Background: an optimization exercise with open tools, aiming at small area, a short achievable clock period and few clock cycles. Do not read the settings as production practice. Where RTL was checked, it was by simulation tests only, not by an equivalence proof against the original. The RTL of runs 1 and 2 was laid out without a check of its function. Power and IR drop assume default switching activity.

`design/flow/flow/run.sh`:
```
#!/bin/bash
# Own layout flow: the standard synthesis unchanged, then the standard ORFS
# layout with sizing not tied to cell footprints, minimum-size port buffers,
# and a clock tree of smaller buffers without dummy loads.
set -euo pipefail
cd "$(dirname "$0")/.."
bash standard.sh synth > synth.log 2>&1
bash standard.sh \
  MATCH_CELL_FOOTPRINT=0 \
  "BUFFER_PORTS_ARGS=-buffer_cell sky130_fd_sc_hd__buf_1" \
  "CTS_ARGS=-sink_clustering_enable -repair_clock_nets -dont_use_dummy_load -buf_list sky130_fd_sc_hd__clkbuf_16 -sink_clustering_size 22 -sink_clustering_max_diameter 80" \
  finish > layout.log 2>&1
```
`design/flow/standard.sh`:
```
#!/bin/bash
# synth_recipe.tcl (not shown) runs the flow's synth.tcl, then flattens the netlist and writes it again
# the make line also repeats each setting of config.mk as NAME=value (left out here)
make -C /OpenROAD-flow-scripts/flow DESIGN_CONFIG=/design/flow/config.mk WORK_HOME=/design/flow/orfs CLKGATE_MAP_FILE= SYNTH_SCRIPT=/design/flow/synth_recipe.tcl "${@:-finish}"
```
`design/flow/config.mk`:
```
export PLATFORM = sky130hd
export DESIGN_NAME = icache_ctrl
export DESIGN_NICKNAME = icache_ctrl
export VERILOG_FILES = /design/flow/design.v
export SDC_FILE = /design/flow/constraint.sdc
export NUM_CORES = 4
export LEC_CHECK = 0
export CAP_MARGIN = 20
export CORE_MARGIN = 2
export CORE_UTILIZATION = 40
export SETUP_SLACK_MARGIN = 2.0
export SLEW_MARGIN = 20
export SYNTH_HIERARCHICAL = 1
```
`design/flow/constraint.sdc`:
```
create_clock -name core_clock -period 6.0 [get_ports {clk}]
set_input_delay 1.2000 -clock core_clock [delete_from_list [all_inputs] [get_ports {clk}]]
set_output_delay 1.2000 -clock core_clock [all_outputs]
set_load 0.01 [all_outputs]
```
`design/flow/design.v`:
```
module icache_ctrl #(
  parameter int unsigned LINES       = 16,
  parameter int unsigned MEM_LATENCY = 1
) (
  input  logic         clk,
  input  logic         reset,
  input  logic         pc_valid,
  input  logic [31:0]  pc,
  input  logic         flush,
  output logic [31:0]  inst,
  output logic         inst_valid,
  output logic         stall,
  output logic [31:0]  mem_address,
  input  logic [127:0] mem_dataline,
  output logic [31:0]  hit_count,
  output logic [31:0]  miss_count
);
  localparam int unsigned IDX   = $clog2(LINES);
  localparam int unsigned TAG_W = 28 - IDX;
  logic [27:0]        buf_line_q;     
  logic               buf_ok_q;       
  logic               cont_q;         
  logic               first_q;        
  logic               idx_eq_q;       
  logic               tag_miss_q;     
  logic [27:0]        carry;          
  logic [6:0]         line_ne;
  logic               buf_hit;
  logic               hit_en;
  logic               stall_en;
  logic               stall_hit;
  logic               served;
  logic               idx_eq;
  logic               next_lo;
  logic               lo_en;
  logic [3:0]         next_hi;
  logic               req;
  logic               start;
  logic [31:0]        hit_count_q;
  logic [31:0]        miss_count_q;
  logic [LINES-1:0]   valid_q;
  logic [TAG_W-1:0]   tag_q [LINES];
  logic [IDX-1:0]     buf_idx;
  logic [TAG_W-1:0]   buf_tag;
  logic [TAG_W-1:0]   slot_tag;
  logic               slot_valid;
  logic               buf_present;
  logic               pc_present;
  logic               new_miss;
  logic               fill;
  logic               fill_q;         
  logic [27:0]        fill_line_q;    
  logic               fill_byp;
  assign req     = pc_valid && !flush && !reset;
  assign start   = req && !cont_q;
  for (genvar g = 0; g < 7; g++) begin : g_line_ne
    icache_ctrl_ne4 u_ne (.a(pc[4+4*g +: 4]), .b(buf_line_q[4*g +: 4]), .ne(line_ne[g]));
  end
  assign hit_en  = buf_ok_q && pc_valid && !flush && !reset;
  assign stall_en = buf_ok_q && !flush;
  icache_ctrl_match u_match_iv (.ne(line_ne), .en(hit_en),   .match(inst_valid));
  icache_ctrl_match u_match_st (.ne(line_ne), .en(stall_en), .match(stall_hit));
  icache_ctrl_match u_match    (.ne(line_ne), .en(buf_ok_q), .match(buf_hit));
  assign stall      = pc_valid && !reset && !stall_hit;
  assign served     = req && buf_hit;         
  icache_ctrl_carry u_carry (.line(buf_line_q), .carry(carry));
  assign idx_eq  = !line_ne[0];
  assign lo_en   = buf_ok_q && pc[3] && pc[2];
  icache_ctrl_nor2 u_next_lo (.a(line_ne[0]), .b(!lo_en), .y(next_lo));
  for (genvar g = 0; g < 4; g++) begin : g_next_hi
    icache_ctrl_all_ones u_next_hi (.en(buf_ok_q), .bits(pc[3+IDX:2]), .all(next_hi[g]));
  end
  always_comb begin
    mem_address[3:0] = 4'b0000;
    for (int i = 0; i < 28; i++)
      mem_address[4+i] = pc[4+i] ^ ((i < IDX) ? (next_lo && carry[i]) : (next_hi[(i-IDX)/6] && carry[i]));
  end
  assign buf_idx     = buf_line_q[IDX-1:0];
  assign buf_tag     = buf_line_q[27:IDX];
  assign fill_byp    = fill_q && (fill_line_q[IDX-1:0] == buf_idx);
  assign slot_tag    = fill_byp ? fill_line_q[27:IDX] : tag_q[buf_idx];
  assign slot_valid  = fill_byp || valid_q[buf_idx];
  assign buf_present = slot_valid && (slot_tag == buf_tag);
  assign pc_present  = slot_valid && (slot_tag == pc[31:4+IDX]);
  assign new_miss = (start && buf_hit && !buf_present) ||
                    (first_q && (idx_eq_q ? tag_miss_q : !buf_present));
  assign fill = served && !buf_present;
  assign hit_count  = hit_count_q;
  assign miss_count = miss_count_q;
  always_comb begin
    case (pc[3:2])
      2'd0:    inst = mem_dataline[127:96];
      2'd1:    inst = mem_dataline[95:64];
      2'd2:    inst = mem_dataline[63:32];
      default: inst = mem_dataline[31:0];
    endcase
  end
  always_ff @(posedge clk or posedge reset) begin
    if (reset) begin
      buf_ok_q     <= 1'b0;
      cont_q       <= 1'b0;
      first_q      <= 1'b0;
      hit_count_q  <= 32'h0;
      miss_count_q <= 32'h0;
      valid_q      <= '0;
      fill_q       <= 1'b0;
    end else begin
      buf_ok_q <= !flush;
      cont_q   <= req && !buf_hit;
      first_q  <= start && !buf_hit;
      if (served && hit_count_q != 32'hFFFF_FFFF)
        hit_count_q <= hit_count_q + 32'd1;
      if (new_miss && miss_count_q != 32'hFFFF_FFFF)
        miss_count_q <= miss_count_q + 32'd1;
      fill_q <= fill;
      if (flush)
        valid_q <= '0;
      else if (fill_q)
        valid_q[fill_line_q[IDX-1:0]] <= 1'b1;
    end
  end
  always_ff @(posedge clk) begin
    buf_line_q <= mem_address[31:4];
    idx_eq_q   <= idx_eq;
    tag_miss_q <= !pc_present;
    fill_line_q <= buf_line_q;
    if (fill_q)
      tag_q[fill_line_q[IDX-1:0]] <= fill_line_q[27:IDX];
  end
endmodule
module icache_ctrl_carry (
  input  logic [27:0] line,
  output logic [27:0] carry
);
  logic [5:0] grp;      
  logic [6:0] below;    
  logic [1:0] lo3;      
  logic       hi3;      
  for (genvar k = 0; k < 6; k++) begin : g_grp
    icache_ctrl_and #(4) u_g (.a(line[4*k +: 4]), .y(grp[k]));
  end
  assign below[0] = 1'b1;
  assign below[1] = grp[0];
  icache_ctrl_and #(2) u_b2 (.a(grp[1:0]), .y(below[2]));
  icache_ctrl_and #(3) u_l3 (.a(grp[2:0]), .y(lo3[0]));
  assign below[3] = lo3[0];
  icache_ctrl_and #(4) u_b4 (.a(grp[3:0]), .y(below[4]));
  icache_ctrl_and #(2) u_l2 (.a(grp[4:3]), .y(lo3[1]));
  icache_ctrl_and #(2) u_b5 (.a({lo3[0], lo3[1]}), .y(below[5]));
  icache_ctrl_and #(3) u_h3 (.a(grp[5:3]), .y(hi3));
  icache_ctrl_and #(2) u_b6 (.a({lo3[0], hi3}), .y(below[6]));
  for (genvar i = 0; i < 28; i++) begin : g_carry
    if (i % 4 == 0) begin : g_whole
      assign carry[i] = below[i/4];
    end else if (i < 4) begin : g_first
      icache_ctrl_and #(i) u_p (.a(line[i-1:0]), .y(carry[i]));
    end else begin : g_part
      icache_ctrl_and #(i % 4 + 1) u_p (.a({below[i/4], line[i-1:i-i%4]}), .y(carry[i]));
    end
  end
endmodule
module icache_ctrl_and #(
  parameter int unsigned N = 2
) (
  input  logic [N-1:0] a,
  output logic         y
);
  assign y = &a;
endmodule
module icache_ctrl_all_ones (
  input  logic       en,
  input  logic [5:0] bits,
  output logic       all
);
  assign all = en && (&bits);
endmodule
module icache_ctrl_ne4 (
  input  logic [3:0] a,
  input  logic [3:0] b,
  output logic       ne
);
  assign ne = (a != b);
endmodule
module icache_ctrl_match (
  input  logic [6:0] ne,
  input  logic       en,
  output logic       match
);
  logic [3:0] none;
  icache_ctrl_nor2 u_n0 (.a(ne[0]), .b(ne[1]), .y(none[0]));
  icache_ctrl_nor2 u_n1 (.a(ne[2]), .b(ne[3]), .y(none[1]));
  icache_ctrl_nor2 u_n2 (.a(ne[4]), .b(ne[5]), .y(none[2]));
  icache_ctrl_nor2 u_n3 (.a(ne[6]), .b(!en),   .y(none[3]));
  icache_ctrl_and4 u_a  (.a(none), .y(match));
endmodule
module icache_ctrl_nor2 (
  input  logic a,
  input  logic b,
  output logic y
);
  assign y = !(a || b);
endmodule
module icache_ctrl_and4 (
  input  logic [3:0] a,
  output logic       y
);
  assign y = &a;
endmodule
```
==> impl_metrics.toml, run 1 <==
[outcome]
status = "complete, no violations"

[power_and_ir_drop]
power.density_nw_per_um2 = 251
vdd_drop_max_mv = 0.214
power_leakage_nw = 9.02
power_mw = 6.62

[critical_path]
critPathRequiredTime_ns = 4.80
cpMostUsedCell = "clkbuf_2"
crit_arrival_ns = 2.77
cp_top_family = "simple AND/OR/NAND/NOR gates"
slowest_stage = "buf_6"
cp_num_cells = 7
slowest_delay_ns = 0.31
critPathMaxFanout = 37
crit_buf_inv = 3
setup.worst_path.class = "in -> out"
path_cells = "clkbuf_2, buf_6, nand3_1, nor2_4, nand2_1, xnor2_2, clkbuf_2"
rr_worst_depth = 11
critPathLaunchType = "input pin"
endpoint_kind = "output pin"

[global_route]
grt_pass1_wl_mm = 92.6
track_usage_pct = 21.1
grt_pass1_vias = 13679
grt_antenna_before_repair = 1
overflow = 0
grt_max_degree = 47

[floorplan]
core-area_sq_um = 57500
dieArea_sq_um = 59800
rows = 88
die_width_microns = 244
io_pins = 294
initial_core_util_pct = 40.3
die_h_microns = 244

[flow_run]
max-cap-violations = 0

[detailed_routing]
drt-total-wl_mm = 64.6
drt_first_pass_iters = 6
vias_per_cell = 5.70
drt_iter0_drc = 1468
postRouteAntennaNets = 0
drc_errors = 0
num_vias = 14576
avgRoutedWirePerCell_microns = 25.2

[layout]
design_area_sq_um = 26400
fin_nets = 1967
layout-drive-gt1-share_pct = 16.1
final_cells = 2559
area_growth_pct = 14.0
n_antenna_cell = 0

[sta]
finalHoldViolCount = 0
period_share_pct = 66.2
fmax_mhz = 252
worst_pin_slew_ns = 1.15
grt_setup_unrepaired = "true"
fin_crit_ns = 3.97
fin_worst_skew_ns = 0.0341
slew_headroom_pct = 23.3
setup_viol = 0
tns_ns = 0
hold_ws_ns = 0.447
drv_slew = 0

[clocking]
path_clk_slew_ns = 0.09
clock-root-buffer = "clkbuf_16"
h-tree-depth = 1
clock_sinks = 526
cts_tree = "yes"
cts_buffers = 29
cts_hold_repair.buffers = 0
clock_latency_ns = 0.61
clk_path_buf_depth = 3

[min_path]
hold_class = "reg -> reg"
hold_depth = 0

[placement]
io_buffers = 287
place_inst = 2515
place_area_sq_um = 25200
hpwlAfterDp_mm = 43.5
routabilityCongestion = 0.927

[synthesis]
synthTopCellsByArea = "edfxtp_1 (50%), mux4_2 (12%), dfrtp_1 (9.1%)"
ys_seq_area_share_pct = 63.9
synth_cell_types = 72
async_reset_ff_share_pct = 16.0
synth_warnings = 7
syn_inst = 1489
synth_enable_flop_cells = 384
ys.flop_type = "edfxtp_1"
syn-cell-area_sq_um = 23100
synth.largest_area_cell = "edfxtp_1"
synth_top_area_share_pct = 49.8
synth_most_common_cell = "edfxtp_1"
ys_top_cells_by_count = "edfxtp_1 (384), xnor2_1 (125), mux4_2 (122), nor2_1 (92), nand2_1 (86)"
avgSynthCellArea_sq_um = 15.5
ys_seq_elements = 526
==> layout make-up <==
class                   instances  area [sq um]
fillers                      5065         31100
flip-flops and latches        526         14800
multi-input cells             871          8140
repair buffers                338          1620
well taps                     765           957
clock buffers                  29           726
inverters                      30           116
==> where the power goes <==
group	switching, mW	internal, mW
logic	0.353	0.276
clock network	1.11	0.856
registers	0.0979	3.93
==> path summary, 6_finish.rpt <==
kind / from / to / slack (ns)
min in group asynchronous: reset / buf_ok_q / 0.55
min reg2reg: buf_line_q[27] / fill_line_q[27] / 0.45
max: pc[3] / mem_address[30] / 2.03
max reg2reg: buf_line_q[3] / miss_count_q[1] / 2.10
max in group asynchronous: reset / hit_count_q[22] / 4.01
min: buf_line_q[27] / fill_line_q[27] / 0.45
==> state kept, by name, indices dropped and copies added, names as in the netlist <==
signal / cells
tag_q: 384
hit_count_q: 32
miss_count_q: 32
buf_line_q: 28
fill_line_q: 28
valid_q: 16
buf_ok_q: 1
cont_q: 1
fill_q: 1
first_q: 1
idx_eq_q: 1
tag_miss_q: 1
==> per-module statistics from Yosys (local to each module, per instance), a selection <==
module | cells inside | flip-flops and latches | cell area (sq um) | copies in the design
icache_ctrl | 1385 | 526 | 22400 | 1
icache_ctrl_and4 | 1 | 0 | 8.76 | 3
icache_ctrl_carry | 4 | 0 | 26.3 | 1
icache_ctrl_match | 1 | 0 | 3.75 | 3
icache_ctrl_nor2 | 1 | 0 | 3.75 | 13
icache_ctrl_ne4 | 5 | 0 | 41.3 | 7
icache_ctrl_all_ones | 3 | 0 | 15.0 | 4
==> cell families after synthesis <==
family	synth area share (%)
AOI/OAI and AO/OA	3.96
muxes	14.3
adders and majority gates	0.379
buffers and inverters	2.38
other	0.0325
and+or+nand+nor	8.54
DFF	63.9
xor gates and xnor gates	6.47
==> worst reg2reg max path, delay by kind of cell (launching register included) <==
family                 cells  cell delay [ns]
AND/OR/NAND/NOR            2             0.50
flip-flops                 1             0.37
buffers and inverters      2             0.64
multiplexers               2             0.48
AO/OA/AOI/OAI              5             1.78
==> through the flow <==
step,utilization (%),worst slack [ns]
after floorplan,-,1.75
after global placement,43.7,1.11
after detailed placement,43.8,1.05
after CTS,45.7,1.96
after global routing,45.9,1.96
final,45.9,2.03
==> what timing repair did <==
| action | CTS | global route |
|---|---|---|
| cloned | 1 | 0 |
| gates resized for setup | 38 | 24 |
| setup endpoints to repair | 73 | 50 |
| pin swaps | 3 | 3 |
| setup buffers | 12 | 1 |
==> cell usage in the layout, fill, tap and decap left out, types with 6 or more instances in the layout <==
| master | count |
|---|---|
| xnor2_1 | 111 |
| nor2_1 | 74 |
| and3_1 | 23 |
| nand3_1 | 33 |
| a21oi_1 | 33 |
| inv_1 | 29 |
| buf_1 | 276 |
| nand2b_1 | 6 |
| a22oi_1 | 19 |
| ha_1 | 7 |
| nor3_1 | 28 |
| o21ai_0 | 8 |
| edfxtp_1 | 384 |
| dfrtp_1 | 84 |
| nand2_1 | 85 |
| nor2_4 | 16 |
| xor2_1 | 46 |
| a22o_1 | 8 |
| nor2b_1 | 10 |
| o22ai_1 | 8 |
| nor4_1 | 13 |
| and2_1 | 17 |
| mux2_2 | 9 |
| and4_1 | 19 |
| clkbuf_16 | 30 |
| mux4_2 | 122 |
| nand4_1 | 32 |
| dfxtp_1 | 54 |
| mux2i_1 | 37 |
| clkbuf_2 | 11 |
| xnor2_2 | 12 |
| o221ai_1 | 7 |
| buf_4 | 38 |
==> per-layer routing <==
layer | vias up | global-route usage, % | part of all wire (%)
li1 | 6306 | - | -
met4 | 2 | 5.51 | 2.4
met3 | 81 | 3.37 | 7.0
met2 | 544 | 32.4 | 46
met5 | - | 0 | 0.022
met1 | 7643 | 31.3 | 45
==> run 2, diff against run 1 <==
--- a/design/flow/config.mk
+++ b/design/flow/config.mk
@@ -10,3 +10,3 @@
 export CORE_UTILIZATION = 40
-export SETUP_SLACK_MARGIN = 2.0
+export SETUP_SLACK_MARGIN = 2.4
 export SLEW_MARGIN = 20
==> run 2 against run 1 <==
Compared with the run above:
- highest routed layer unchanged
- routed wire length is 11% higher
- maximum frequency is 6.9% higher
- sequential cell count stayed put
- critical endpoint is now stall
- synthesized cell count stayed put
- global-route usage is 2.0 points higher
- cell count is 3.4% higher
- count of clock-buffer cells in the layout stayed put
- largest cell class unchanged
- core utilization is 3.6 points higher
- sequential power hardly changed
- power is 2.2% higher
- clock power hardly changed
==> impl_metrics.toml, run 2 <==
[outcome]
status = "complete, no violations"

[sta]
worst_pin_slew_ns = 0.989
finalHoldViolCount = 0
period_share_pct = 61.9
fin_crit_ns = 3.71
drv_slew = 0
grt_setup_unrepaired = "true"
tns_ns = 0
setup_viol = 0
fin_worst_skew_ns = 0.0643
fmax_mhz = 269
slew_headroom_pct = 33.4

[critical_path]
critPathLaunchType = "input pin"
crit_arrival_ns = 2.51
r2r_end = "miss_count_q[12]"
setup.worst_path.class = "in -> out"
startpoint = "pc[5]"
path_cells = "buf_8, xnor2_2, nand4_1, buf_4, buf_6, nor2_4, and4_1, nor2_1, buf_2"
reg2reg_setup_slack_ns = 2.39
reg2reg_from = "buf_line_q[0]"
rr_worst_depth = 15
endpoint_kind = "output pin"
slowest_delay_ns = 0.22
crit_end = "stall"
critPathRequiredTime_ns = 4.80
critPathMaxFanout = 6
slowest_stage = "nand4_1"

[synthesis]
synth_top_area_share_pct = 49.8
ys.flop_type = "edfxtp_1"
synth_warnings = 7
synth_enable_flop_cells = 384
avgSynthCellArea_sq_um = 15.5
synthTopCellsByArea = "edfxtp_1 (50%), mux4_2 (12%), dfrtp_1 (9.1%)"
synth_most_common_cell = "edfxtp_1"
synth_cell_types = 72
syn-cell-area_sq_um = 23100
ys_top_cells_by_count = "edfxtp_1 (384), xnor2_1 (125), mux4_2 (122), nor2_1 (92), nand2_1 (86)"
syn_inst = 1489
async_reset_ff_share_pct = 16.0
synth.largest_area_cell = "edfxtp_1"
ys_seq_area_share_pct = 63.9
ys_seq_elements = 526

[floorplan]
initial_core_util_pct = 40.3
die_width_microns = 244
dieArea_sq_um = 59800
rows = 88
io_pins = 294
die_h_microns = 244
core-area_sq_um = 57500

[min_path]
hold_class = "reg -> reg"

[clocking]
clock_latency_ns = 0.62
cts_buffers = 29
cts_tree = "yes"
h-tree-depth = 1
path_clk_slew_ns = 0.09
clock_sinks = 526
cts_hold_repair.buffers = 0
clk_path_buf_depth = 3
clock-root-buffer = "clkbuf_16"

[layout]
final_cells = 2647
fill_cells = 4914
final_cell_mix = "edfxtp_1 (384), buf_1 (234), mux4_2 (122)"
largest_register_ffs = 384
layout-drive-gt1-share_pct = 28.4
design_area_sq_um = 28400
area_growth_pct = 22.9
final_common_cell = "edfxtp_1"
fin_nets = 2050

[global_route]
overflow = 0
track_usage_pct = 23.1
grt_antenna_before_repair = 6
grt_pass1_wl_mm = 99.4
grt_pass1_vias = 14083
grt_max_degree = 69

[power_and_ir_drop]
power_leakage_nw = 10.2
clock_power_share_pct = 29.2
p_int_mw = 5.15
vdd_drop_max_mv = 0.223
p_comb_share_pct = 11.4
power_switching_mw = 1.62
power.density_nw_per_um2 = 238
seq_power_share_pct = 59.5
p_sw_share_pct = 23.9

[detailed_routing]
drt_iter0_drc = 1700
drc_errors = 0
drt-total-wl_mm = 71.6
avgRoutedWirePerCell_microns = 27.0
drt_first_pass_iters = 5
vias_per_cell = 5.75
postRouteAntennaNets = 0
num_vias = 15219

[flow_run]
max-cap-violations = 0

[placement]
hpwlAfterDp_mm = 44.9
place_inst = 2514
io_buffers = 287
place_area_sq_um = 25400
routabilityCongestion = 0.917
## run 2: cell counts after synthesis
No cell type changed its count.
## run 2: timing repair
action / 4_1_cts / 5_1_grt
pin swaps: 25 / 52
gates cloned: 11 / 2
buffers inserted: 38 / 44
resized for setup: 173 / 165
endpoints found under the setup margin: 111 / 69
## run 2: area by class of cell
class / count / area, sq um / share of cell area [%]
Tap cell: 765 / 957 / 3.37
Timing Repair Buffer: 420 / 2860 / 10.0
Sequential cell: 526 / 14900 / 52.2
Multi-Input combinational cell: 871 / 8900 / 31.3
Inverter: 30 / 116 / 0.409
Timing Repair inverter: 1 / 5.00 / 0.0176
Antenna cell: 5 / 12.5 / 0.0440
Clock buffer: 29 / 726 / 2.55
## run 2: modules after synthesis, one instance, submodules excluded, excerpt
module	times used	flops+latches	cells
icache_ctrl_nor2	13	0	1
icache_ctrl_and4	3	0	1
icache_ctrl_carry	1	0	4
icache_ctrl_match	3	0	1
icache_ctrl_ne4	7	0	5
icache_ctrl_all_ones	4	0	3
icache_ctrl	1	526	1385
## run 2: layer usage
| layer | global-route usage (%) | vias to the layer above | share of wire (%) |
|---|---|---|---|
| met3 | 3.80 | 73 | 7.2 |
| met1 | 34.6 | 8035 | 44 |
| met4 | 6.15 | 6 | 2.0 |
| met2 | 34.8 | 615 | 47 |
| li1 | - | 6490 | - |
| met5 | 0 | - | 0.053 |
## run 2: stage by stage
step / setup slack [ns] / total power, mW / util, % / hold WS, ns
6_report: 2.29 / 6.77 / 49.5 / 0.390
5_1_grt: 2.23 / 6.99 / 49.5 / 0.397
4_1_cts: 2.33 / 6.73 / 47.4 / 0.411
3_5_place_dp: 1.33 / 4.72 / 44.2 / 0.413
3_3_place_gp: 1.39 / 4.71 / 44.2 / 0.408
2_1_floorplan: 1.75 / 4.48 / - / 0.372
## run 2: power by group through the flow
stage               Combinational, mW  Clock [mW]  Sequential (mW)
floorplan                       0.406           0             4.08
global placement                0.597           0             4.11
detailed placement              0.602           0             4.12
CTS                             0.704        2.00             4.03
global route                    0.811        2.14             4.04
finish                          0.770        1.98             4.03
## run 2: how the worst min path moves through the flow
stage	startpoint	endpoint	slack, ns	cells after the start
after floorplan	buf_line_q[3]	fill_line_q[3]	0.37	0
after global placement	buf_line_q[27]	fill_line_q[27]	0.41	0
after detailed placement	buf_line_q[27]	fill_line_q[27]	0.41	0
after CTS	buf_line_q[23]	fill_line_q[23]	0.41	0
after global routing	buf_line_q[22]	fill_line_q[22]	0.40	0
final	buf_line_q[22]	fill_line_q[22]	0.39	0
## run 2: critical path, delay by kind of cell
kind / cells / cell delay, ns
buffers and inverters: 4 / 0.59
and+or+nand+nor: 4 / 0.55
xor gates and xnor gates: 1 / 0.15
## run 2: kinds of logic (layout without fill, tap and decap cells)
family	count (synthesis)	in the layout	share of synthesized area, %
flip-flops	526	526	63.9
buffers and inverters	95	480	2.38
AO/OA/AOI/OAI	128	128	3.96
adder cells (fa/ha/maj)	7	7	0.379
multiplexers	175	175	14.3
other	2	10	0.0325
AND/OR/NAND/NOR	385	385	8.54
XOR/XNOR	171	171	6.47
==> run 3, diff against run 2 <==
--- a/design/flow/design.v
+++ b/design/flow/design.v
@@ -25,3 +25,3 @@
   logic               tag_miss_q;     
-  logic [27:0]        carry;          
+  logic [28:0]        carry;          
   logic [6:0]         line_ne;
@@ -40,2 +40,6 @@
   logic [31:0]        miss_count_q;
+  logic               miss_add_q;
+  logic [32:0]        hit_carry;
+  logic [32:0]        miss_carry;
+  logic [31:0]        miss_sum;
   logic [LINES-1:0]   valid_q;
@@ -65,3 +69,3 @@
   assign served     = req && buf_hit;         
-  icache_ctrl_carry u_carry (.line(buf_line_q), .carry(carry));
+  icache_ctrl_prefix #(28) u_carry (.a(buf_line_q), .p(carry));
   assign idx_eq  = !line_ne[0];
@@ -87,4 +91,7 @@
   assign fill = served && !buf_present;
+  icache_ctrl_prefix #(32) u_hit_carry  (.a(hit_count_q),  .p(hit_carry));
+  icache_ctrl_prefix #(32) u_miss_carry (.a(miss_count_q), .p(miss_carry));
+  assign miss_sum = miss_count_q ^ ({32{miss_add_q && !miss_carry[32]}} & miss_carry[31:0]);
   assign hit_count  = hit_count_q;
-  assign miss_count = miss_count_q;
+  assign miss_count = miss_sum;
   always_comb begin
@@ -104,2 +111,3 @@
       miss_count_q <= 32'h0;
+      miss_add_q   <= 1'b0;
       valid_q      <= '0;
@@ -110,6 +118,5 @@
       first_q  <= start && !buf_hit;
-      if (served && hit_count_q != 32'hFFFF_FFFF)
-        hit_count_q <= hit_count_q + 32'd1;
-      if (new_miss && miss_count_q != 32'hFFFF_FFFF)
-        miss_count_q <= miss_count_q + 32'd1;
+      hit_count_q  <= hit_count_q ^ ({32{served && !hit_carry[32]}} & hit_carry[31:0]);
+      miss_add_q   <= new_miss;
+      miss_count_q <= miss_sum;
       fill_q <= fill;
@@ -130,30 +137,39 @@
 endmodule
-module icache_ctrl_carry (
-  input  logic [27:0] line,
-  output logic [27:0] carry
-);
-  logic [5:0] grp;      
-  logic [6:0] below;    
-  logic [1:0] lo3;      
-  logic       hi3;      
-  for (genvar k = 0; k < 6; k++) begin : g_grp
-    icache_ctrl_and #(4) u_g (.a(line[4*k +: 4]), .y(grp[k]));
-  end
-  assign below[0] = 1'b1;
-  assign below[1] = grp[0];
-  icache_ctrl_and #(2) u_b2 (.a(grp[1:0]), .y(below[2]));
-  icache_ctrl_and #(3) u_l3 (.a(grp[2:0]), .y(lo3[0]));
-  assign below[3] = lo3[0];
-  icache_ctrl_and #(4) u_b4 (.a(grp[3:0]), .y(below[4]));
-  icache_ctrl_and #(2) u_l2 (.a(grp[4:3]), .y(lo3[1]));
-  icache_ctrl_and #(2) u_b5 (.a({lo3[0], lo3[1]}), .y(below[5]));
-  icache_ctrl_and #(3) u_h3 (.a(grp[5:3]), .y(hi3));
-  icache_ctrl_and #(2) u_b6 (.a({lo3[0], hi3}), .y(below[6]));
-  for (genvar i = 0; i < 28; i++) begin : g_carry
+module icache_ctrl_prefix #(
+  parameter int unsigned N = 28
+) (
+  input  logic [N-1:0] a,
+  output logic [N:0]   p
+);
+  localparam int unsigned G = (N + 3) / 4;
+  logic [G-1:0] grp;        
+  logic [G:0]   below;      
+  for (genvar k = 0; k < G; k++) begin : g_grp
+    localparam int unsigned W = (4*k + 4 <= N) ? 4 : N - 4*k;
+    icache_ctrl_and #(W) u_g (.a(a[4*k +: W]), .y(grp[k]));
+  end
+  for (genvar k = 0; k <= G; k++) begin : g_below
+    if (k == 0) begin : g_none
+      assign below[k] = 1'b1;
+    end else if (k == 1) begin : g_one
+      assign below[k] = grp[0];
+    end else if (k <= 4) begin : g_low
+      icache_ctrl_and #(k) u_b (.a(grp[k-1:0]), .y(below[k]));
+    end else begin : g_high
+      logic high;
+      if (k == 5) begin : g_h1
+        assign high = grp[4];
+      end else begin : g_hn
+        icache_ctrl_and #(k-4) u_h (.a(grp[k-1:4]), .y(high));
+      end
+      icache_ctrl_and #(2) u_b (.a({below[4], high}), .y(below[k]));
+    end
+  end
+  for (genvar i = 0; i <= N; i++) begin : g_p
     if (i % 4 == 0) begin : g_whole
-      assign carry[i] = below[i/4];
+      assign p[i] = below[i/4];
     end else if (i < 4) begin : g_first
-      icache_ctrl_and #(i) u_p (.a(line[i-1:0]), .y(carry[i]));
+      icache_ctrl_and #(i) u_p (.a(a[i-1:0]), .y(p[i]));
     end else begin : g_part
-      icache_ctrl_and #(i % 4 + 1) u_p (.a({below[i/4], line[i-1:i-i%4]}), .y(carry[i]));
+      icache_ctrl_and #(i % 4 + 1) u_p (.a({below[i/4], a[i-1:i-i%4]}), .y(p[i]));
     end
--- a/design/flow/config.mk
+++ b/design/flow/config.mk
@@ -10,3 +10,3 @@
 export CORE_UTILIZATION = 40
-export SETUP_SLACK_MARGIN = 2.4
+export SETUP_SLACK_MARGIN = 2.6
 export SLEW_MARGIN = 20
==> run 3 against run 2 <==
Compared with the run above:
- sequential share of layout area is 1.6 points lower
- synthesized cell count shrank 0.47%
- sequential power is essentially flat
- first-iteration DRC count down 16%
==> impl_metrics.toml, run 3 <==
[floorplan]
rows = 87
core-area_sq_um = 56600
dieArea_sq_um = 59500
die_width_microns = 244
initial_core_util_pct = 40.7
io_pins = 294
die_h_microns = 244

[layout]
largest_register_ffs = 384
seq_area_sq_um = 14900
final_cell_mix = "edfxtp_1 (384), buf_1 (164), buf_4 (121)"
n_antenna_cell = 0
design_area_sq_um = 29400
final_common_cell = "edfxtp_1"
final_cells = 2649
area_growth_pct = 27.5
fin_nets = 2064
fill_cells = 4721
layout-drive-gt1-share_pct = 36.2
multi_input_comb_area_sq_um = 9330

[clocking]
clock_latency_ns = 0.63
clock_sinks = 527
cts_hold_repair.buffers = 0
h-tree-depth = 1
cts_buffers = 31
clock-root-buffer = "clkbuf_16"
path_clk_slew_ns = 0.09
clk_path_buf_depth = 3
cts_tree = "yes"

[critical_path]
reg2reg_from = "buf_line_q[1]"
critPathRequiredTime_ns = 4.80
critPathMaxFanout = 7
endpoint_kind = "output pin"
rr_worst_depth = 11
critPathLaunchType = "flop"
r2r_end = "miss_add_q"
reg2reg_setup_slack_ns = 2.53
setup.worst_path.class = "reg -> out"
crit_arrival_ns = 2.44

[detailed_routing]
vias_per_cell = 5.65
drt_first_pass_iters = 7
num_vias = 14977
drt_iter0_drc = 1431
drt-total-wl_mm = 71.6
drc_errors = 0
avgRoutedWirePerCell_microns = 27.0
postRouteAntennaNets = 0

[global_route]
grt_pass1_vias = 14344
overflow = 0
grt_pass1_wl_mm = 100
grt_max_degree = 56
track_usage_pct = 23.1
grt_antenna_before_repair = 4

[power_and_ir_drop]
power_leakage_nw = 11.2
vdd_drop_max_mv = 0.221
power.density_nw_per_um2 = 236

[synthesis]
syn-cell-area_sq_um = 23000
avgSynthCellArea_sq_um = 15.5
synth_warnings = 7
syn_inst = 1482

[placement]
hpwlAfterDp_mm = 44.6
routabilityCongestion = 0.949
place_area_sq_um = 25100
io_buffers = 287
place_inst = 2486
place_ws_ns = 1.55

[sta]
drv_slew = 0
fin_worst_skew_ns = 0.0670
slew_headroom_pct = 45.7
finalHoldViolCount = 0
tns_ns = 0
hold_ws_ns = 0.406
period_share_pct = 60.6
fmax_mhz = 275
grt_setup_unrepaired = "true"
fin_crit_ns = 3.64
setup_viol = 0
setup_ws_ns = 2.36
worst_pin_slew_ns = 0.809

[min_path]
hold_depth = 0
hold_start = "buf_line_q[13]"
hold_end = "fill_line_q[13]"
hold_class = "reg -> reg"

[flow_run]
max-cap-violations = 0

[outcome]
status = "complete, no violations"
-- run 3: cell count changes in the layout (fill, tap and decap cells not counted), moves of 21 or more --
cell	before	now
buf_1	234	164
xnor2_2	24	58
buf_4	88	121
nand2_4	7	35
and4_1	14	39
buf_2	14	38
xnor2_1	90	66
and2_1	14	35
-- run 3: metrics by stage --
step,utilization [%],total power [mW]
after floorplan,-,4.46
after global placement,44.3,4.68
after detailed placement,44.3,4.69
after CTS,49.8,6.85
after global routing,51.9,7.12
final,51.9,6.91
-- run 3: where the power goes --
group / switching (mW) / leakage, nW / internal (mW) / total [mW]
Clock: 1.13 / 0.382 / 0.911 / 2.04
Combinational: 0.429 / 5.75 / 0.412 / 0.841
Sequential: 0.0918 / 5.11 / 3.94 / 4.03
-- run 3: layout make-up --
class / count / share of cell area, %
inverters: 20 / 0.269
clock buffers: 31 / 2.64
repair inverters: 1 / 0.0171
multi-input cells: 863 / 31.8
flip-flops and latches: 527 / 50.6
repair buffers: 451 / 11.4
well taps: 756 / 3.22
-- run 3: worst max-delay path, cell delays in order (launching register included) --
cell       delay [ns]
dfrtp_1          0.41
and4_4           0.20
and4_1           0.19
and2_4           0.16
nor2b_4          0.12
buf_12           0.16
clkbuf_16        0.17
nand2_4          0.05
xnor2_2          0.19
buf_4            0.17
-- run 3: worst max-delay path by stage --
stage | end | depth (start not counted) | from
final | miss_count[1] | 9 | miss_count_q[18]
after floorplan | inst_valid | 7 | reset
after CTS | mem_address[27] | 7 | buf_line_q[11]
after detailed placement | mem_address[12] | 7 | pc[2]
after global routing | miss_count[1] | 9 | miss_count_q[18]
after global placement | mem_address[12] | 7 | pc[2]
-- run 3: what timing repair did --
| action | CTS | global route |
|---|---|---|
| gates resized for setup | 468 | 200 |
| buffers inserted | 82 | 32 |
| cloned | 17 | 1 |
| setup endpoints to repair | 97 | 96 |
| pin swaps | 94 | 94 |
-- run 3: metal layers --
layer	GRT usage, %	up-vias	wire, microns	share of wire [%]
li1	-	6440	-	-
met1	34.3	7890	31400	44
met2	35.4	546	32900	46
met3	4.59	99	5450	7.6
met4	4.82	2	1860	2.6
met5	0	-	13	0.018
Testbench counts of run 3, summed over its fixed seeds: cycles 36,683.
==> run 4, diff against run 3 <==
--- a/design/flow/config.mk
+++ b/design/flow/config.mk
@@ -10,3 +10,3 @@
 export CORE_UTILIZATION = 40
-export SETUP_SLACK_MARGIN = 2.6
+export SETUP_SLACK_MARGIN = 2.2
 export SLEW_MARGIN = 20
==> run 4 against run 3 <==
Compared with the run above:
- still clean on timing, DRC and antenna
- via count fell by 5.1%
- area after synthesis did not move
- worst setup slack lost 0.15 ns
- largest power group unchanged
- register-to-register slack lost 0.30 ns
- sequential cell count stayed put
- die area did not move
- routed wire length fell by 9.9%
- count of clock-buffer cells in the layout shrank 1
- synthesized cell count is the same
==> impl_metrics.toml, run 4 <==
[layout]
n_antenna_cell = 0
area_growth_pct = 15.0
final_cells = 2541
fill_cells = 4941
largest_register_ffs = 384
layout-drive-gt1-share_pct = 18.2
fin_nets = 1956
design_area_sq_um = 26500
final_cell_mix = "edfxtp_1 (384), buf_1 (247), xnor2_1 (123)"
final_common_cell = "edfxtp_1"
finish.utilization_pct = 46.8

[synthesis]
synth_warnings = 7
syn-cell-area_sq_um = 23000
avgSynthCellArea_sq_um = 15.5
syn_inst = 1482

[power_and_ir_drop]
vdd_drop_max_mv = 0.213
power_leakage_nw = 9.22
power.density_nw_per_um2 = 251

[sta]
worst_pin_slew_ns = 1.13
fmax_mhz = 264
drv_slew = 0
finalHoldViolCount = 0
setup_viol = 0
tns_ns = 0
hold_ws_ns = 0.428
fin_worst_skew_ns = 0.0389
period_share_pct = 63.0
slew_headroom_pct = 24.7
grt_setup_unrepaired = "true"
fin_crit_ns = 3.78

[critical_path]
crit_arrival_ns = 2.58
critPathMaxFanout = 3
critPathRequiredTime_ns = 4.80
setup.worst_path.class = "in -> out"
endpoint_kind = "output pin"
critPathLaunchType = "input pin"

[global_route]
grt_antenna_before_repair = 1
grt_max_degree = 50
grt_pass1_vias = 13987
grt_pass1_wl_mm = 94.1
track_usage_pct = 21.2
overflow = 0

[detailed_routing]
num_vias = 14206
drt_iter0_drc = 1364
postRouteAntennaNets = 0
drc_errors = 0
drt-total-wl_mm = 64.5
drt_first_pass_iters = 5
avgRoutedWirePerCell_microns = 25.4
vias_per_cell = 5.59

[placement]
routabilityCongestion = 0.963
hpwlAfterDp_mm = 43.4
io_buffers = 287
place_inst = 2481
place_area_sq_um = 25100

[clocking]
clock-root-buffer = "clkbuf_16"
path_clk_slew_ns = 0.07
clock_latency_ns = 0.61
clock_sinks = 527
clk_path_buf_depth = 3
h-tree-depth = 1
cts_buffers = 30
cts_tree = "yes"

[min_path]
hold_class = "reg -> reg"

[floorplan]
io_pins = 294
die_width_microns = 244
dieArea_sq_um = 59500
die_h_microns = 244
rows = 87
core-area_sq_um = 56600
initial_core_util_pct = 40.7

[outcome]
status = "complete, no violations"

[flow_run]
max-cap-violations = 0
==> run 4: worst max-delay path, cell delays in order <==
cell and delay (ns):
clkbuf_2 0.26, xnor2_1 0.16, nand4_1 0.28, nor2_1 0.22, and4_1 0.23, buf_1 0.22
==> run 4: worst paths after layout <==
path,slack (ns),startpoint,cells after the start,to
worst min-delay path,0.43,buf_line_q[26],0,fill_line_q[26]
worst max-delay path,2.22,pc[27],6,inst_valid
min in group asynchronous,0.85,reset,3,valid_q[13]
worst min register to register,0.43,buf_line_q[26],0,fill_line_q[26]
max in group asynchronous,4.12,reset,4,miss_count_q[30]
worst max register to register,2.23,fill_line_q[3],9,miss_add_q
==> run 4: routing by layer <==
| layer | vias to the layer above | global-route usage (%) | routed length [microns] | share of wire (%) |
|---|---|---|---|---|
| li1 | 6216 | - | - | - |
| met1 | 7410 | 30.3 | 27600 | 43 |
| met2 | 506 | 35.3 | 31800 | 49 |
| met3 | 72 | 2.57 | 3900 | 6.0 |
| met4 | 2 | 4.18 | 1130 | 1.8 |
| met5 | - | 0 | 14 | 0.022 |
==> run 4: cell type report <==
cell class | instances | area, sq um | area share (%)
multi-input combinational | 863 | 8090 | 30.6
tap | 756 | 946 | 3.57
clock buffer | 30 | 751 | 2.84
timing repair buffer | 345 | 1750 | 6.60
inverter | 20 | 78.8 | 0.298
sequential | 527 | 14900 | 56.1
==> run 4: through the flow <==
stage	power, mW	worst slack [ns]
global placement	4.67	1.58
CTS	6.66	2.20
detailed placement	4.68	1.56
floorplan	4.46	1.74
finish	6.65	2.22
global route	6.87	2.02
==> run 4: where the power goes <==
| group | internal (mW) | switching [mW] | total, mW | leakage, nW |
|---|---|---|---|---|
| combinational | 0.285 | 0.353 | 0.638 | 3.73 |
| sequential | 3.94 | 0.0848 | 4.02 | 5.12 |
| clock | 0.883 | 1.11 | 1.99 | 0.370 |
| total | 5.11 | 1.55 | 6.65 | 9.22 |
==> run 4: what timing repair did <==
| item | 4_1_cts | 5_1_grt |
|---|---|---|
| pin swaps | 2 | 8 |
| gates resized for setup | 74 | 47 |
| cloned | 1 | 0 |
| hold endpoints to repair | 0 | 0 |
| buffers inserted | 16 | 11 |
| setup endpoints to repair | 84 | 52 |
| hold buffers | 0 | 0 |
==> run 5, diff against run 4 <==
--- a/design/flow/design.v
+++ b/design/flow/design.v
@@ -35,2 +35,3 @@
   logic               lo_en;
+  logic               idx_ne;
   logic [3:0]         next_hi;
@@ -56,3 +57,3 @@
   logic [27:0]        fill_line_q;    
-  logic               fill_byp;
+  logic               fill_same_q;    
   assign req     = pc_valid && !flush && !reset;
@@ -70,5 +71,6 @@
   icache_ctrl_prefix #(28) u_carry (.a(buf_line_q), .p(carry));
-  assign idx_eq  = !line_ne[0];
+  icache_ctrl_ne4 u_idx_ne (.a(pc[3+IDX:4]), .b(buf_line_q[IDX-1:0]), .ne(idx_ne));
+  assign idx_eq  = !idx_ne;
   assign lo_en   = buf_ok_q && pc[3] && pc[2];
-  icache_ctrl_nor2 u_next_lo (.a(line_ne[0]), .b(!lo_en), .y(next_lo));
+  icache_ctrl_nor2 u_next_lo (.a(idx_ne), .b(!lo_en), .y(next_lo));
   for (genvar g = 0; g < 4; g++) begin : g_next_hi
@@ -83,7 +85,7 @@
   assign buf_tag     = buf_line_q[27:IDX];
-  assign fill_byp    = fill_q && (fill_line_q[IDX-1:0] == buf_idx);
-  assign slot_tag    = fill_byp ? fill_line_q[27:IDX] : tag_q[buf_idx];
-  assign slot_valid  = fill_byp || valid_q[buf_idx];
-  assign buf_present = slot_valid && (slot_tag == buf_tag);
-  assign pc_present  = slot_valid && (slot_tag == pc[31:4+IDX]);
+  assign slot_tag    = tag_q[buf_idx];
+  assign slot_valid  = valid_q[buf_idx];
+  assign buf_present = fill_same_q || (slot_valid && (slot_tag == buf_tag));
+  assign pc_present  = fill_same_q ? !(|line_ne[6:1])
+                                   : (slot_valid && (slot_tag == pc[31:4+IDX]));
   assign new_miss = (start && buf_hit && !buf_present) ||
@@ -114,2 +116,3 @@
       fill_q       <= 1'b0;
+      fill_same_q  <= 1'b0;
     end else begin
@@ -122,2 +125,3 @@
       fill_q <= fill;
+      fill_same_q <= fill && !(pc[3] && pc[2]);
       if (flush)
--- a/design/flow/config.mk
+++ b/design/flow/config.mk
@@ -10,3 +10,3 @@
 export CORE_UTILIZATION = 40
-export SETUP_SLACK_MARGIN = 2.2
+export SETUP_SLACK_MARGIN = 2.6
 export SLEW_MARGIN = 20
==> run 5 against run 4 <==
Compared with the run above:
- routed wire length rose by 5.9%
- non-clock buffer count rose by 115
- register-to-register slack improved by 0.25 ns
- area after synthesis fell by 2.4%
- largest cell class unchanged
- largest power group unchanged
==> impl_metrics.toml, run 5 <==
[power_and_ir_drop]
clock_power_share_pct = 29.3
power_switching_mw = 1.59
p_int_mw = 5.23
power_leakage_nw = 10.9
vdd_drop_max_mv = 0.219
p_comb_share_pct = 11.9
p_sw_share_pct = 23.3
seq_power_share_pct = 58.8
power.density_nw_per_um2 = 238

[detailed_routing]
drt_iter0_drc = 1297
vias_per_cell = 5.53
drt-total-wl_mm = 68.3
postRouteAntennaNets = 0
drc_errors = 0
drt_first_pass_iters = 5
num_vias = 14254
avgRoutedWirePerCell_microns = 26.5

[placement]
hpwlAfterDp_mm = 40.7
place_inst = 2388
routabilityCongestion = 0.823
io_buffers = 287
place_area_sq_um = 24600

[synthesis]
synth_warnings = 7
syn_inst = 1388
avgSynthCellArea_sq_um = 16.2
syn-cell-area_sq_um = 22500

[clocking]
path_clk_slew_ns = 0.09
h-tree-depth = 1
cts_buffers = 30
clock_sinks = 528
clock_latency_ns = 0.61
cts_hold_repair.buffers = 0
clock-root-buffer = "clkbuf_16"
cts_tree = "yes"
clk_path_buf_depth = 3

[sta]
worst_pin_slew_ns = 0.911
setup_viol = 0
period_share_pct = 59.4
tns_ns = 0
drv_slew = 0
fin_worst_skew_ns = 0.0403
slew_headroom_pct = 39.3
grt_setup_unrepaired = "true"
fmax_mhz = 281
finalHoldViolCount = 0
fin_crit_ns = 3.56

[critical_path]
cp_top_family = "simple AND/OR/NAND/NOR gates"
critPathMaxFanout = 4
endpoint_kind = "output pin"
slowest_delay_ns = 0.39
reg2reg_from = "buf_line_q[0]"
critPathRequiredTime_ns = 4.80
path_cells = "and4_1, and4_1, and2_4, nor2b_4, buf_6, nand2_1, xnor2_2, buf_2"
cp_num_cells = 8
reg2reg_setup_slack_ns = 2.48
setup.worst_path.class = "reg -> out"
slowest_stage = "dfrtp_1"
cpMostUsedCell = "and4_1"
crit_end = "miss_count[28]"
crit_arrival_ns = 2.36
rr_worst_depth = 11
startpoint = "miss_count_q[27]"
r2r_end = "miss_add_q"
crit_buf_inv = 2
critPathLaunchType = "flop"

[flow_run]
max-cap-violations = 0

[global_route]
use_met1_pct = 28.7
grt_antenna_before_repair = 14
grt_pass1_wl_mm = 95.1
top_usage_layer = "met2"
grt_use_met2_pct = 37.6
use_met3_pct = 4.94
grt_pass1_vias = 14149
overflow = 0
grt_max_degree = 67
track_usage_pct = 22.9

[layout]
multi_input_comb_area_sq_um = 8570
seq_area_sq_um = 14900
layout-drive-gt1-share_pct = 36.8
fill_cells = 4521
final_cell_mix = "edfxtp_1 (384), buf_1 (162), buf_4 (134)"
final_cells = 2578
area_growth_pct = 27.4
final_common_cell = "edfxtp_1"
largest_register_ffs = 384
design_area_sq_um = 28600
fin_nets = 1991

[floorplan]
dieArea_sq_um = 58100
die_width_microns = 241
initial_core_util_pct = 40.6
die_h_microns = 241
rows = 86
io_pins = 294
core-area_sq_um = 55300

[outcome]
status = "complete, no violations"

[min_path]
hold_class = "reg -> reg"
## run 5: cell types whose count changed in the layout (fill, tap and decap cells not counted), sizes merged, moves of 6 or more
cell,previous run,this run
buf,310,421
mux2i,58,33
a21oi,28,14
nand2,118,131
a221oi,17,5
mux4,116,128
diode,0,10
inv,19,10
xnor2,143,151
nor2b,14,8
## run 5: worst min path at each step
stage	end	depth (start not counted)	startpoint	slack [ns]
after floorplan	fill_line_q[27]	0	buf_line_q[27]	0.37
after global placement	fill_line_q[11]	0	buf_line_q[11]	0.41
after detailed placement	fill_line_q[7]	0	buf_line_q[7]	0.41
after CTS	fill_line_q[7]	0	buf_line_q[7]	0.40
after global routing	fill_line_q[7]	0	buf_line_q[7]	0.41
final	fill_line_q[27]	0	buf_line_q[27]	0.40
## run 5: per-layer routing
layer / vias to the layer above / routed length, microns
met3: 146 / 5450
met2: 656 / 33100
met1: 7327 / 26300
met5: - / 16
li1: 6121 / -
met4: 4 / 3430
## run 5: per-stage QoR
step / hold slack, ns / power [mW] / setup slack [ns] / utilization [%]
after floorplan: 0.374 / 4.44 / 1.72 / -
after global placement: 0.412 / 4.64 / 1.59 / 44.3
after detailed placement: 0.412 / 4.65 / 1.52 / 44.4
after CTS: 0.404 / 6.78 / 2.45 / 49.6
after global routing: 0.410 / 7.04 / 2.37 / 51.8
final: 0.399 / 6.82 / 2.44 / 51.8
## run 5: worst register-to-register path, stage by stage, from the launching register on
cell,delay [ns]
dfxtp_4,0.36
buf_6,0.15
buf_8,0.17
buf_12,0.17
mux4_2,0.52
a22o_1,0.28
a31oi_4,0.21
xor2_2,0.19
nand2_1,0.08
or4_4,0.53
or4_4,0.47
a32o_2,0.28
## run 5: timing repair
item	4_1_cts	5_1_grt
buffers inserted	87	51
resized for setup	449	173
endpoints found under the setup margin	98	122
gates cloned	7	3
pin swaps	66	84
## run 5: cell type report
| type | instances | area share (%) |
|---|---|---|
| multi-input combinational | 790 | 29.9 |
| antenna | 10 | 0.0874 |
| clock buffer | 30 | 2.62 |
| tap | 748 | 3.27 |
| timing repair buffer | 460 | 11.9 |
| sequential | 528 | 52.1 |
| inverter | 12 | 0.170 |
## run 5: power groups by stage
stage	registers (mW)	logic (mW)	clock network, mW
final	4.01	0.813	2.00
after global routing	4.02	0.860	2.16
after CTS	4.01	0.723	2.05
after detailed placement	4.11	0.537	0
after global placement	4.11	0.533	0
after floorplan	4.07	0.367	0
Testbench counts of run 5, summed over its fixed seeds: cycles 36,683.
==> run 6, diff against run 5 <==
--- a/design/flow/config.mk
+++ b/design/flow/config.mk
@@ -10,3 +10,3 @@
 export CORE_UTILIZATION = 40
-export SETUP_SLACK_MARGIN = 2.6
+export SETUP_SLACK_MARGIN = 2.1
 export SLEW_MARGIN = 20
==> run 6 against run 5 <==
Compared with the run above:
- sequential share of layout area rose by 5.8 points
- maximum frequency fell by 7.1%
- routed wire length fell by 12%
- count of clock-buffer cells in the layout did not move
- global-route usage fell by 2.8 points
- worst hold slack got worse by 0.035 ns
- first-iteration DRC count fell by 6.6%
- non-clock buffer count fell by 124
- via count fell by 6.6%
- largest power group unchanged
==> impl_metrics.toml, run 6 <==
[floorplan]
initial_core_util_pct = 40.6
core-area_sq_um = 55300
rows = 86
io_pins = 294
die_width_microns = 241
dieArea_sq_um = 58100
die_h_microns = 241

[power_and_ir_drop]
p_comb_share_pct = 8.6
p_int_mw = 5.08
clock_power_share_pct = 30.3
seq_power_share_pct = 61.1
power.density_nw_per_um2 = 256
p_sw_share_pct = 22.8
vdd_drop_max_mv = 0.237
power_leakage_nw = 8.67
power_switching_mw = 1.50

[sta]
finalHoldViolCount = 0
setup_ws_ns = 2.16
fin_worst_skew_ns = 0.131
hold_ws_ns = 0.364
fmax_mhz = 261
worst_pin_slew_ns = 0.798
fin_crit_ns = 3.84
drv_slew = 0
period_share_pct = 64.0
grt_setup_unrepaired = "true"
setup_viol = 0
tns_ns = 0
slew_headroom_pct = 46.8

[layout]
fin_nets = 1866
layout-drive-gt1-share_pct = 16.5
largest_register_ffs = 384
final_cell_mix = "edfxtp_1 (384), buf_1 (273), xnor2_1 (143)"
area_growth_pct = 14.3
fill_cells = 4916
design_area_sq_um = 25700
final_cells = 2444
final_common_cell = "edfxtp_1"

[global_route]
overflow = 0
grt_antenna_before_repair = 2
grt_max_degree = 88
track_usage_pct = 20.1
grt_pass1_wl_mm = 85.2
grt_pass1_vias = 12988

[detailed_routing]
vias_per_cell = 5.45
drt_first_pass_iters = 5
avgRoutedWirePerCell_microns = 24.5
drt-total-wl_mm = 59.8
drt_iter0_drc = 1211
num_vias = 13309
drc_errors = 0
postRouteAntennaNets = 0

[critical_path]
critPathMaxFanout = 4
endpoint_kind = "output pin"
critPathRequiredTime_ns = 4.80
critPathLaunchType = "input pin"
setup.worst_path.class = "in -> out"
crit_arrival_ns = 2.64

[clocking]
clk_path_buf_depth = 3
clock_latency_ns = 0.65
clock_sinks = 528
cts_buffers = 30
cts_hold_repair.buffers = 0
h-tree-depth = 1
cts_tree = "yes"
path_clk_slew_ns = 0.09
clock-root-buffer = "clkbuf_16"

[placement]
routabilityCongestion = 0.756
place_inst = 2390
place_area_sq_um = 24500
place_ws_ns = 1.48
io_buffers = 287
hpwlAfterDp_mm = 37.2

[synthesis]
avgSynthCellArea_sq_um = 16.2
syn_inst = 1388
syn-cell-area_sq_um = 22500
synth_warnings = 7

[outcome]
status = "complete, no violations"

[flow_run]
max-cap-violations = 0

[min_path]
hold_class = "reg -> reg"
run 6: routing by layer:
metal,global-route usage (%),vias up,part of all wire [%]
li1,-,5863,-
met1,29.6,6952,45
met2,32.0,422,47
met3,2.97,72,6.5
met4,4.19,0,2.2
met5,0,-,0
run 6: cell type report:
cell class / instances / area, sq um / area share, %
antenna: 1 / 2.50 / 0.00974
clock buffer: 30 / 751 / 2.92
inverter: 12 / 48.8 / 0.190
multi-input combinational: 789 / 7470 / 29.1
sequential: 528 / 14900 / 57.8
tap: 748 / 936 / 3.64
timing repair buffer: 336 / 1620 / 6.32
run 6: worst paths after layout:
kind,start,end,slack [ns],depth (start not counted)
min reg2reg,buf_line_q[26],fill_line_q[26],0.36,0
min,buf_line_q[26],fill_line_q[26],0.36,0
min in group asynchronous,reset,first_q,0.89,3
max reg2reg,buf_line_q[0],miss_add_q,2.38,10
max in group asynchronous,reset,miss_count_q[15],4.55,3
max,pc[8],inst_valid,2.16,6
run 6: critical path, stage by stage:
cell and delay [ns]:
buf_1 0.32, xnor2_1 0.19, nand4_1 0.25, nor2_1 0.19, and4_1 0.29, buf_1 0.19
run 6: timing repair:
action / in CTS / in global routing
pin swaps: 1 / 6
cloned: 2 / 1
setup buffers: 13 / 7
endpoints found under the setup margin: 72 / 57
resized for setup: 27 / 29
run 6: power groups by stage:
stage          logic, mW  clock network [mW]  registers (mW)
2_1_floorplan      0.364                   0            4.07
3_3_place_gp       0.528                   0            4.10
3_5_place_dp       0.534                   0            4.11
4_1_cts            0.565                2.06            4.02
5_1_grt            0.612                2.18            4.03
6_report           0.569                1.99            4.02
run 6: per-stage QoR:
step	util (%)	power, mW
2_1_floorplan	-	4.43
3_3_place_gp	44.3	4.63
3_5_place_dp	44.3	4.64
4_1_cts	46.1	6.64
5_1_grt	46.5	6.82
6_report	46.5	6.58
==> run 7, diff against run 6 <==
--- a/design/flow/config.mk
+++ b/design/flow/config.mk
@@ -10,3 +10,3 @@
 export CORE_UTILIZATION = 40
-export SETUP_SLACK_MARGIN = 2.1
+export SETUP_SLACK_MARGIN = 2.4
 export SLEW_MARGIN = 20
==> run 7 against run 6 <==
Compared with the run above:
- synthesized cell count did not move
- worst setup slack better by 0.17 ns
- still clean
- area after synthesis did not move
- global-route usage grew 2.1 points
- count of clock-buffer cells in the layout increased by 1
- first-iteration DRC count decreased by 5.5%
- clock skew down 0.075 ns
- clock power up 3%
- highest routed layer is now met5
- sequential cell count stayed put
- critical endpoint is now mem_address[4]
==> impl_metrics.toml, run 7 <==
[critical_path]
cp_top_family = "simple AND/OR/NAND/NOR gates"
endpoint_kind = "output pin"
cpMostUsedCell = "xnor2_2"
setup.worst_path.class = "in -> out"
critPathLaunchType = "input pin"
cp_num_cells = 7
path_cells = "buf_8, xnor2_2, nand4_1, nor2_4, nand2_2, xnor2_2, buf_2"
slowest_stage = "xnor2_2"
critPathMaxFanout = 7
rr_worst_depth = 10
slowest_delay_ns = 0.25
crit_arrival_ns = 2.47
crit_buf_inv = 2
critPathRequiredTime_ns = 4.80

[clocking]
h-tree-depth = 1
cts_buffers = 31
clk_path_buf_depth = 3
cts_hold_repair.buffers = 0
cts_tree = "yes"
path_clk_slew_ns = 0.10
clock_latency_ns = 0.62
clock_sinks = 528
clock-root-buffer = "clkbuf_16"

[detailed_routing]
num_vias = 13837
drc_errors = 0
drt_iter0_drc = 1144
avgRoutedWirePerCell_microns = 26.4
vias_per_cell = 5.53
drt-total-wl_mm = 66.0
drt_first_pass_iters = 5
postRouteAntennaNets = 0

[sta]
tns_ns = 0
period_share_pct = 61.1
setup_viol = 0
fmax_mhz = 273
drv_slew = 0
finalHoldViolCount = 0
slew_headroom_pct = 50.1
fin_worst_skew_ns = 0.0561
fin_crit_ns = 3.67
grt_setup_unrepaired = "true"
worst_pin_slew_ns = 0.749

[power_and_ir_drop]
power_mw = 6.72
power_leakage_nw = 9.55
p_comb_share_pct = 10.0
p_int_mw = 5.17
vdd_drop_max_mv = 0.218
clock_power_share_pct = 30.3
seq_power_share_pct = 59.7
power_switching_mw = 1.55
p_sw_share_pct = 23.1
power.density_nw_per_um2 = 250

[layout]
fill_cells = 4727
seq_area_sq_um = 14900
layout-drive-gt1-share_pct = 26.4
final_common_cell = "edfxtp_1"
multi_input_comb_area_sq_um = 7910
area_growth_pct = 19.7
largest_register_ffs = 384
final_cell_mix = "edfxtp_1 (384), buf_1 (215), mux4_2 (128)"
fin_nets = 1917
finish.utilization_pct = 48.6

[min_path]
hold_depth = 0
hold_class = "reg -> reg"

[synthesis]
synth_warnings = 7
syn_inst = 1388
syn-cell-area_sq_um = 22500
avgSynthCellArea_sq_um = 16.2

[floorplan]
core-area_sq_um = 55300
io_pins = 294
rows = 86
die_h_microns = 241
die_width_microns = 241
dieArea_sq_um = 58100
initial_core_util_pct = 40.6

[placement]
io_buffers = 287
hpwlAfterDp_mm = 42.3
routabilityCongestion = 0.846

[global_route]
overflow = 0
track_usage_pct = 22.2
grt_antenna_before_repair = 11
grt_pass1_vias = 13500
grt_pass1_wl_mm = 92.1
grt_max_degree = 58

[flow_run]
max-cap-violations = 0

[outcome]
status = "complete, no violations"
[run 7: per-stage QoR]
| step | hold WS, ns | setup WS [ns] | std cells | area, sq um |
|---|---|---|---|---|
| 2_1_floorplan | 0.374 | 1.72 | 1391 | 22500 |
| 3_3_place_gp | 0.407 | 1.62 | 2394 | 24500 |
| 3_5_place_dp | 0.409 | 1.59 | 2394 | 24500 |
| 4_1_cts | 0.400 | 2.36 | 2464 | 26200 |
| 5_1_grt | 0.385 | 2.25 | 2502 | 26900 |
| 6_report | 0.380 | 2.33 | 2502 | 26900 |
[run 7: area by class of cell]
class / count / area share, %
repair buffers: 386 / 8.58
inverters: 12 / 0.191
clock buffers: 31 / 2.88
multi-input cells: 789 / 29.4
diodes: 8 / 0.0744
flip-flops and latches: 528 / 55.4
well taps: 748 / 3.48
[run 7: worst reg2reg max path, delay by kind of cell, from the launching register on]
kind,cells,cell delay (ns)
AOI/OAI and AO/OA,3,0.77
DFF,1,0.40
buffers and inverters,2,0.36
and+or+nand+nor,3,1.21
muxes,1,0.51
xor gates and xnor gates,1,0.21
[run 7: power by group through the flow]
stage          Combinational (mW)  Sequential (mW)  Clock, mW
2_1_floorplan               0.366             4.07          0
3_3_place_gp                0.530             4.11          0
3_5_place_dp                0.531             4.12          0
4_1_cts                     0.624             4.02       2.10
5_1_grt                     0.716             4.02       2.21
6_report                    0.670             4.01       2.04
[run 7: path summary, 6_finish.rpt]
check                              start          endpoint  slack (ns)
setup reg to reg           buf_line_q[0]        miss_add_q        2.43
max in group asynchronous          reset    hit_count_q[4]        4.20
setup / recovery                   pc[6]    mem_address[4]        2.33
min in group asynchronous          reset  miss_count_q[21]        0.75
hold / removal             buf_line_q[6]    fill_line_q[6]        0.38
hold reg to reg            buf_line_q[6]    fill_line_q[6]        0.38
[run 7: metal layers]
layer  global-route usage, %  wire length, microns  share of wire [%]  vias up
li1                        -                     -                  -     5970
met3                    2.99                  4880                7.4       99
met1                    28.0                 25500                 39     7154
met2                    38.4                 33000                 50      610
met5                       0                    30              0.045        -
met4                    9.52                  2700                4.1        4
[run 7: timing repair]
| action | CTS | global route |
|---|---|---|
| pin swaps | 13 | 32 |
| endpoints found under the setup margin | 97 | 67 |
| buffers inserted | 34 | 30 |
| resized for setup | 156 | 140 |
| cloned | 5 | 0 |
==> run 8, diff against run 7 <==
--- a/design/flow/config.mk
+++ b/design/flow/config.mk
@@ -10,3 +10,3 @@
 export CORE_UTILIZATION = 40
-export SETUP_SLACK_MARGIN = 2.4
+export SETUP_SLACK_MARGIN = 2.3
 export SLEW_MARGIN = 20
==> run 8 against run 7 <==
Compared with the run above:
- sequential share of layout area increased by 1.9 points
- power decreased by 1.9%
- sequential power about the same
- critical path depth unchanged
- sequential cell count unchanged
- critical endpoint is now stall
- highest routed layer unchanged
==> impl_metrics.toml, run 8 <==
[layout]
area_growth_pct = 15.7
final_cell_mix = "edfxtp_1 (384), buf_1 (248), xnor2_1 (130)"
largest_register_ffs = 384
fin_nets = 1872
n_antenna_cell = 0
layout-drive-gt1-share_pct = 19.8
design_area_sq_um = 26000
final_common_cell = "edfxtp_1"

[sta]
slew_headroom_pct = 26.4
setup_viol = 0
fmax_mhz = 273
tns_ns = 0
drv_slew = 0
period_share_pct = 61.1
worst_pin_slew_ns = 1.10
finalHoldViolCount = 0
fin_crit_ns = 3.67
fin_worst_skew_ns = 0.0592
grt_setup_unrepaired = "false"

[global_route]
grt_max_degree = 90
grt_antenna_before_repair = 2
grt_pass1_wl_mm = 85.0
track_usage_pct = 19.9
grt_pass1_vias = 13066
overflow = 0

[synthesis]
synth_warnings = 7
syn-cell-area_sq_um = 22500
avgSynthCellArea_sq_um = 16.2
syn_inst = 1388

[critical_path]
path_cells = "clkbuf_2, xnor2_1, nand4_1, nor2_1, and4_1, nor2_1, buf_1"
rr_worst_depth = 11
crit_arrival_ns = 2.47
r2r_end = "miss_add_q"
critPathLaunchType = "input pin"
crit_end = "stall"
reg2reg_setup_slack_ns = 2.40
critPathRequiredTime_ns = 4.80
setup.worst_path.class = "in -> out"
startpoint = "pc[9]"
slowest_delay_ns = 0.29
reg2reg_from = "buf_line_q[3]"
slowest_stage = "nand4_1"
critPathMaxFanout = 4
cpMostUsedCell = "nor2_1"
endpoint_kind = "output pin"

[floorplan]
io_pins = 294
core-area_sq_um = 55300
die_width_microns = 241
die_h_microns = 241
initial_core_util_pct = 40.6
dieArea_sq_um = 58100
rows = 86

[power_and_ir_drop]
power_leakage_nw = 8.90
power_switching_mw = 1.51
p_comb_share_pct = 8.9
seq_power_share_pct = 60.8
clock_power_share_pct = 30.3
p_int_mw = 5.09
vdd_drop_max_mv = 0.225
power.density_nw_per_um2 = 254
p_sw_share_pct = 22.8

[clocking]
path_clk_slew_ns = 0.07
h-tree-depth = 1
cts_hold_repair.buffers = 0
clock_sinks = 528
clk_path_buf_depth = 3
cts_tree = "yes"
clock-root-buffer = "clkbuf_16"
clock_latency_ns = 0.62
cts_buffers = 30

[detailed_routing]
postRouteAntennaNets = 0
drt_first_pass_iters = 4
drt_iter0_drc = 1122
drc_errors = 0
drt-total-wl_mm = 59.3
avgRoutedWirePerCell_microns = 24.2
num_vias = 13339
vias_per_cell = 5.45

[placement]
io_buffers = 287
place_area_sq_um = 24500
hpwlAfterDp_mm = 36.5
routabilityCongestion = 0.805

[outcome]
status = "complete, no violations"

[min_path]
hold_class = "reg -> reg"
hold_start = "buf_line_q[11]"

[flow_run]
max-cap-violations = 0
run 8: critical path: cells and delay by family:
| family | cells | cell delay, ns |
|---|---|---|
| XOR/XNOR | 1 | 0.15 |
| buffers and inverters | 2 | 0.37 |
| AND/OR/NAND/NOR | 4 | 0.73 |
run 8: area by class of cell:
cell class / count / area (sq um)
fillers: 4874 / 29300
repair buffers: 341 / 1740
clock buffers: 30 / 751
multi-input cells: 789 / 7620
inverters: 12 / 51.3
well taps: 748 / 936
flip-flops and latches: 528 / 14900
repair inverters: 1 / 5.00
run 8: timing repair:
item	CTS	global route
pin swaps	9	10
gates resized for setup	88	54
setup buffers	18	12
gates cloned	3	1
setup endpoints to repair	98	48
run 8: how the worst min path moves through the flow:
stage,slack [ns],end,depth (start not counted)
6_report,0.40,fill_line_q[11],0
5_1_grt,0.40,fill_line_q[5],0
3_5_place_dp,0.41,fill_line_q[11],0
4_1_cts,0.40,fill_line_q[5],0
2_1_floorplan,0.37,fill_line_q[27],0
3_3_place_gp,0.40,fill_line_q[11],0
run 8: per-stage QoR:
step	utilization, %	power (mW)	std cells	worst slack (ns)	hold slack [ns]
2_1_floorplan	-	4.44	1391	1.72	0.374
3_3_place_gp	44.2	4.63	2384	1.63	0.403
3_5_place_dp	44.3	4.64	2384	1.56	0.407
4_1_cts	46.5	6.63	2435	2.26	0.401
5_1_grt	47.0	6.83	2449	2.30	0.405
6_report	47.0	6.60	2449	2.33	0.396
run 8: routing by layer:
metal / global-route usage (%) / vias up / share of wire (%)
li1: - / 5866 / -
met1: 29.6 / 6925 / 44
met2: 31.3 / 481 / 47
met3: 2.77 / 65 / 6.9
met4: 4.00 / 2 / 2.0
met5: 0 / - / 0.017
run 8: power by group through the flow:
| stage | clock network (mW) | registers (mW) | logic (mW) |
|---|---|---|---|
| after detailed placement | 0 | 4.10 | 0.536 |
| after global routing | 2.17 | 4.02 | 0.633 |
| final | 2.00 | 4.01 | 0.588 |
| after floorplan | 0 | 4.07 | 0.365 |
| after CTS | 2.05 | 4.02 | 0.569 |
| after global placement | 0 | 4.10 | 0.531 |

[what the ideal ports hide]
No port has a modelled driver above. Below, the same layouts with a new extraction and two added sets of constraints.
Step 1, drivers: a clkbuf_16 drives clk and a buf_2 each remaining input, both assumed.
Step 2 adds t to the input delays and takes it off the output delays; t is the mean of the earliest and latest rising clock arrival at the registers after step 1. Input paths then give back, and output paths get back, about the clock's delay inside the block.
Three values: ideal, step 1, step 2; two values: the first two.
| run | shift t [ns] | setup slack, ns | hold slack, ns | slew at the worst register clock pin (ns) |
|---|---|---|---|---|
| run 1 | 0.644 | 2.030 / 1.993 / 1.685 | 0.447 / 0.447 / 0.447 | 0.10 / 0.10 |
| run 2 | 0.649 | 2.286 / 2.217 / 1.856 | 0.390 / 0.390 / 0.390 | 0.10 / 0.10 |
| run 3 | 0.652 | 2.364 / 2.304 / 2.308 | 0.406 / 0.406 / 0.406 | 0.09 / 0.09 |
| run 4 | 0.648 | 2.219 / 2.191 / 2.191 | 0.428 / 0.428 / 0.428 | 0.09 / 0.09 |
| run 5 | 0.649 | 2.437 / 2.308 / 1.920 | 0.399 / 0.399 / 0.399 | 0.09 / 0.09 |
| run 6 | 0.639 | 2.163 / 2.130 / 2.130 | 0.364 / 0.364 / 0.364 | 0.09 / 0.09 |
| run 7 | 0.648 | 2.335 / 2.274 / 2.274 | 0.380 / 0.380 / 0.380 | 0.10 / 0.10 |
| run 8 | 0.645 | 2.333 / 2.282 / 2.282 | 0.396 / 0.396 / 0.396 | 0.09 / 0.09 |
After both steps setup and hold are still met in every run listed. For run 5, which loses most, drivers alone change the setup slack by -0.129 ns; drivers and shift together by -0.517 ns.
